What follows belongs to an exercise in optimizing a design on an open flow for small area, a short achievable clock period and few clock cycles; a production flow would make more cautious choices. Where RTL was checked, it was by simulation tests only, not by an equivalence proof against the original. No activity file was given, so power comes from the tool's default toggle rates.

## naas_dma
module naas_dma (
    input  logic                            clk,
    input  logic                            arst_n,
    input  logic [naas_dma_pkg::DATA_W-1:0] s_axis_tdata,
    input  logic [naas_dma_pkg::STRB_W-1:0] s_axis_tstrb,
    input  logic                            s_axis_tvalid,
    input  logic                            s_axis_tlast,
    output logic                            s_axis_tready,
    output logic [naas_dma_pkg::DATA_W-1:0] host_tdata,
    output logic                            host_tvalid,
    output logic                            host_tlast,
    input  logic                            host_tready
);
    localparam int N  = 32;                  
    localparam int S  = 8;                   
    localparam int D  = 4;                   
    localparam int PW = 5;                   
    localparam int CW = 6;                   
    localparam int DW = 3;                   
    function automatic logic [PW-1:0] step(input logic [PW-1:0] p);
        step = (p == PW'(N - 1)) ? '0 : p + 1'b1;
    endfunction
    function automatic logic at_tap(input logic [PW-1:0] p);
        at_tap = 1'b0;
        for (int q = 1; q < N; q += S)
            if (p == PW'(q - 1))
                at_tap = 1'b1;
    endfunction
    function automatic logic [2:0] pop4(input logic [3:0] v);
  ...
==> flow/config.mk <==
export PLATFORM = sky130hd
export DESIGN_NAME = naas_dma
export DESIGN_NICKNAME = naas_dma
export VERILOG_FILES = /design/flow/design.v
export SDC_FILE = /design/flow/constraint.sdc
export NUM_CORES = 4
export LEC_CHECK = 0
export CAP_MARGIN = 20
export CORE_MARGIN = 2
export CORE_UTILIZATION = 40
export CTS_CLUSTER_DIAMETER = 120
export CTS_CLUSTER_SIZE = 25
export SETUP_SLACK_MARGIN = 3.0
export SLEW_MARGIN = 20
export SYNTH_MEMORY_MAX_BITS = 8192
==> flow/constraint.sdc <==
create_clock -name core_clock -period 5.5 [get_ports {clk}]
set_input_delay 1.1000 -clock core_clock [delete_from_list [all_inputs] [get_ports {clk}]]
set_output_delay 1.1000 -clock core_clock [all_outputs]
set_load 0.01 [all_outputs]
run.sh (not shown) runs the stock make flow with config.mk's settings and CLKGATE_MAP_FILE= SYNTH_SCRIPT=/design/flow/synth_recipe.tcl, a recipe that flattens the netlist after the stock synthesis.
Then changed:
--- a/flow/config.mk
+++ b/flow/config.mk
@@ -10,4 +10,4 @@
 export CORE_UTILIZATION = 40
-export CTS_CLUSTER_DIAMETER = 120
-export CTS_CLUSTER_SIZE = 25
+export CTS_CLUSTER_DIAMETER = 100
+export CTS_CLUSTER_SIZE = 30
 export SETUP_SLACK_MARGIN = 3.0
The new run ran to the end with no violations.
Area after synthesis does not change.
Count of clock-buffer cells in the layout came out lower by 15.
Synthesized cell count stays the same.
Total power came out lower by about 1.2%.
Global-route usage came out lower by 0.19 points.
Cell count barely changes.
Setup slack is worse by 0.011 ns.
Routed wire length hardly moves.
Via count is about the same.
No functional check of the RTL was part of any run of this note.

## v6
Another version of the RTL of naas_dma (not shown whole).
For scale: ~4000 cells after synthesis, roughly 2300 flip-flops, about 61000 sq um of cells after synthesis.
make LEC_CHECK=0 CAP_MARGIN=20 CORE_MARGIN=2 CORE_UTILIZATION=40 CTS_CLUSTER_DIAMETER=120 CTS_CLUSTER_SIZE=25 SETUP_SLACK_MARGIN=2.85 SLEW_MARGIN=20 SYNTH_MEMORY_MAX_BITS=8192 finish   # period 5.5 ns
Testbench counts of v6, summed over its fixed seeds: cycles 7,795.
The following lists how v7 was set up differently from v6:
# v6
export LEC_CHECK = 0
export CAP_MARGIN = 20
export CORE_MARGIN = 2
export CORE_UTILIZATION = 40
export CTS_CLUSTER_DIAMETER = 120
export CTS_CLUSTER_SIZE = 25
export SETUP_SLACK_MARGIN = 2.85
export SLEW_MARGIN = 20
export SYNTH_MEMORY_MAX_BITS = 8192
create_clock -name core_clock -period 5.5 [get_ports {clk}]
# v7
export LEC_CHECK = 0
export CAP_MARGIN = 20
export CORE_MARGIN = 2
export CORE_UTILIZATION = 65
export CTS_CLUSTER_DIAMETER = 120
export CTS_CLUSTER_SIZE = 25
export PLACE_DENSITY = 0.72
export SETUP_SLACK_MARGIN = 3.0
export SLEW_MARGIN = 20
export SYNTH_MEMORY_MAX_BITS = 8192
create_clock -name core_clock -period 5.5 [get_ports {clk}]
Findings:
v7: all stages complete, timing, DRC and antenna checks passed
[v7] maximum cell stage delay along the critical path rose 0.16 ns relative to v6
Re final period demand of the worst path: v7 and v6 aren't equal, and the higher value belongs to v6.
Relative to v6, routability-driven placement congestion ratio increased by 6.9% in v7.

re-timing with driven ports:
How much do the figures lean on ideal ports? The routed layouts below were timed once more, with nothing changed but the port constraints.
Step 1 sets driving cells, clkbuf_16 on the clock port and buf_2 on the other inputs (assumed; they add their load-dependent delay and slew).
Step 2 moves the port delays by t, midway between the first and last clock arrival at a register: inputs arrive t later, outputs are due t later. That takes back most of the time a late clock gives input paths.
Slacks: ideal / step 1 / step 2; pairs: ideal / step 1.
run | t, ns | slack for setup (ns) | worst setup path at the end
the first run of note 1 | 0.812 | 2.917 / 2.836 / 2.193 | input to register
the second run of note 1 | 0.812 | 2.906 / 2.825 / 2.208 | input to register
v6 | 0.806 | 2.887 / 2.827 / 2.123 | input to register
v7 | 0.776 | 3.013 / 2.967 / 2.312 | input to register
After both steps setup and hold are still met in every run listed. For v6, which loses most, drivers alone change the setup slack by -0.060 ns; drivers and shift together by -0.764 ns.
